Background: an optimization exercise with open tools, aiming at small area, a short achievable clock period and few clock cycles per item. Do not read the settings as production practice. Only simulation tests tie the RTL to the original design; equivalence was not proved. Power figures rest on the tool's default switching activity, not on a simulated workload.

// muldiv_seq
module muldiv_seq
#(
    parameter int unsigned XLEN       = 32,
    parameter int unsigned MUL_STAGES = 2
) (
    input  logic            clk,
    input  logic            rst_n,
    input  logic            req_valid,
    output logic            req_ready,
    input  logic [XLEN-1:0] a,
    input  logic [XLEN-1:0] b,
    input  logic [2:0]      funct3,
    input  logic            flush,
    output logic            resp_valid,
    input  logic            resp_ready,
    output logic [XLEN-1:0] res,
    output logic            busy
);
    logic        busy_q, rv_q;
    logic        p_mul_q, p_m9_q, p_nega_q, p_cmp0_q, p_cmp_q, p_div_q, p_fix_q, p_done_q;
    logic        p_mul_d, p_m9_d, p_nega_d, p_cmp0_d, p_cmp_d, p_div_d, p_fix_d, p_done_d;
    logic        one0_q, two0_q, inv0_q, one1_q, two1_q, inv1_q, xinv_q;
    logic        one0_d, two0_d, inv0_d, one1_d, two1_d, inv1_d, xinv_d;
    logic        xhi_q, xhi4_q, xdiv_q, xlo_q;
    logic        xhi_d, xhi4_d, xdiv_d, xlo_d;
    logic [4:0]  cnt_q, cnt_d;
    logic        selhi_q, selhi_d;    
    logic        isrem_q, isrem_d;    
    logic        negq_q, negq_d;      
    logic        negr_q, negr_d;      
    logic        x9_q, x9_d;          
    logic [32:0] A_q, A_d;            
    logic [33:0] HI_q, HI_d;          
    logic [31:0] LO_q, LO_d;
    assign req_ready  = !busy_q && !flush;
    assign busy       = busy_q;
    assign resp_valid = rv_q;
    assign res        = selhi_q ? HI_q[31:0] : LO_q;
    logic [36:0] X, A37, A37x2, PP0, PP1, PP1s, S, C, Cs, sum;
    logic        sgn;
  ...
==> flow/config.mk <==
export PLATFORM = sky130hd
export DESIGN_NAME = muldiv_seq
export DESIGN_NICKNAME = muldiv_seq
export VERILOG_FILES = /design/flow/design.v
export SDC_FILE = /design/flow/constraint.sdc
export NUM_CORES = 4
export LEC_CHECK = 0
export CAP_MARGIN = 20
export CORE_MARGIN = 2
export CORE_UTILIZATION = 35
export CTS_BUF_LIST = sky130_fd_sc_hd__clkbuf_8
export CTS_CLUSTER_DIAMETER = 200
export CTS_CLUSTER_SIZE = 30
export SETUP_SLACK_MARGIN = 5
export SLEW_MARGIN = 20
==> flow/constraint.sdc <==
create_clock -name core_clock -period 10.5 [get_ports {clk}]
set_input_delay 2.1000 -clock core_clock [delete_from_list [all_inputs] [get_ports {clk}]]
set_output_delay 2.1000 -clock core_clock [all_outputs]
set_load 0.01 [all_outputs]
standard.sh (not shown) runs the stock make flow with config.mk's settings and CLKGATE_MAP_FILE= SYNTH_SCRIPT=/design/flow/synth_recipe.tcl, a recipe that flattens the netlist after the stock synthesis.
==> flow/flow/run.sh <==
#!/bin/bash
# The standard ORFS layout (the standard.sh) with two changes in how the
# layout is made: ports are buffered with sky130_fd_sc_hd__buf_1, and timing repair aims
# 5.8 ns below the clock period. The 10.5 ns clock, I/O delays and loads in
# constraint.sdc are unchanged.
set -euo pipefail
sed -e 's/SETUP_SLACK_MARGIN=[0-9.]*/SETUP_SLACK_MARGIN=5.8/' \
    -e 's/"\${@:-finish}"/BUFFER_PORTS_ARGS="-buffer_cell sky130_fd_sc_hd__buf_1" "\${@:-finish}"/' \
    standard.sh > standard_mod.sh
bash standard_mod.sh > flow_make.log 2>&1
Testbench counts at the start, summed over its fixed seeds: cycles 25,495, ops 2,400.
Change:
==> flow/flow/run.sh (replaced) <==
#!/bin/bash
# The standard ORFS layout (the standard.sh) with two changes in how the
# layout is made: ports are buffered with sky130_fd_sc_hd__buf_1, and timing repair aims
# 6 ns below the clock period. The 10.5 ns clock, I/O delays and loads in
# constraint.sdc are unchanged.
set -euo pipefail
sed -e 's/SETUP_SLACK_MARGIN=[0-9.]*/SETUP_SLACK_MARGIN=6/' \
    -e 's/"\${@:-finish}"/BUFFER_PORTS_ARGS="-buffer_cell sky130_fd_sc_hd__buf_1" "\${@:-finish}"/' \
    standard.sh > standard_mod.sh
bash standard_mod.sh > flow_make.log 2>&1
--- a/flow/config.mk
+++ b/flow/config.mk
@@ -10,6 +10,4 @@
 export CORE_UTILIZATION = 35
 export CTS_BUF_LIST = sky130_fd_sc_hd__clkbuf_8
-export CTS_CLUSTER_DIAMETER = 200
-export CTS_CLUSTER_SIZE = 30
 export SETUP_SLACK_MARGIN = 5
 export SLEW_MARGIN = 20
After rerunning:
- sequential share of layout area went down by 0.76 points
- fmax is higher by 1.6%
- global-route usage came out higher by 0.55 points
- cell area climbs by 3.2%
- synthesized area does not change
- final cell count went up by 0.50%
- setup slack improved by 70 ps
Change:
--- a/flow/config.mk
+++ b/flow/config.mk
@@ -10,4 +10,5 @@
 export CORE_UTILIZATION = 35
 export CTS_BUF_LIST = sky130_fd_sc_hd__clkbuf_8
+export GPL_TIMING_DRIVEN = 1
 export SETUP_SLACK_MARGIN = 5
 export SLEW_MARGIN = 20
After rerunning: Maximum frequency is unchanged. Total power stays the same. Setup slack is unchanged. Count of clock-buffer cells in the layout stays the same.
Change:
==> flow/flow/run.sh (replaced) <==
#!/bin/bash
# The standard ORFS layout (the standard.sh) with two changes in how the
# layout is made: ports are buffered with sky130_fd_sc_hd__buf_1, and timing repair aims
# 5.9 ns below the clock period. The 10.5 ns clock, I/O delays and loads in
# constraint.sdc are unchanged.
set -euo pipefail
sed -e 's/SETUP_SLACK_MARGIN=[0-9.]*/SETUP_SLACK_MARGIN=5.9/' \
    -e 's/"\${@:-finish}"/BUFFER_PORTS_ARGS="-buffer_cell sky130_fd_sc_hd__buf_1" "\${@:-finish}"/' \
    standard.sh > standard_mod.sh
bash standard_mod.sh > flow_make.log 2>&1
--- a/flow/config.mk
+++ b/flow/config.mk
@@ -10,5 +10,4 @@
 export CORE_UTILIZATION = 35
 export CTS_BUF_LIST = sky130_fd_sc_hd__clkbuf_8
-export GPL_TIMING_DRIVEN = 1
 export SETUP_SLACK_MARGIN = 5
 export SLEW_MARGIN = 20
Result:
- The changed run finished clean
- first-iteration DRC count shrinks by 6.6%
- global-route usage goes up by 0.22 points
- setup slack loses 71 ps
- non-clock buffer count goes down by 4
- hold slack improved by 24 ps
- power came out lower by 3.2%
- utilization goes down by 0.67 points
- sequential share of layout area grows by 0.36 points
- die area does not change
- final area drops by 1.6%
- fmax shrinks by 1.6%

-- static timing again, ports no longer ideal --
The results above use ideal ports. As a check the final layouts listed here were re-extracted and re-timed, cells and wires unchanged. Step 1 sets driving cells, clkbuf_16 on the clock port and buf_2 on the other inputs (assumed; they add their load-dependent delay and slew). Step 2 also shifts input and output timing later by t, the mid clock arrival at the registers, as if the neighbouring blocks saw the same clock. Slacks: no drivers / after step 1 / after step 2; pairs: no drivers / after step 1.
| run | t, ns | slack for setup (ns) | hold WS [ns] | clock arrival spread, ns | slew at the worst register clock pin (ns) |
|---|---|---|---|---|---|
| the first run | 0.510 | 5.961 / 5.940 / 5.940 | 0.493 / 0.493 / 0.493 | 0.015 / 0.015 | 0.10 / 0.10 |
| the second run | 0.508 | 6.030 / 5.995 / 5.995 | 0.485 / 0.485 / 0.485 | 0.015 / 0.015 | 0.09 / 0.09 |
| the third run | 0.508 | 6.030 / 5.995 / 5.995 | 0.485 / 0.485 / 0.485 | 0.015 / 0.015 | 0.09 / 0.09 |
| the fourth run | 0.500 | 5.959 / 5.939 / 5.939 | 0.509 / 0.509 / 0.509 | 0.020 / 0.020 | 0.10 / 0.10 |
After both steps setup and hold are still met in every run listed.
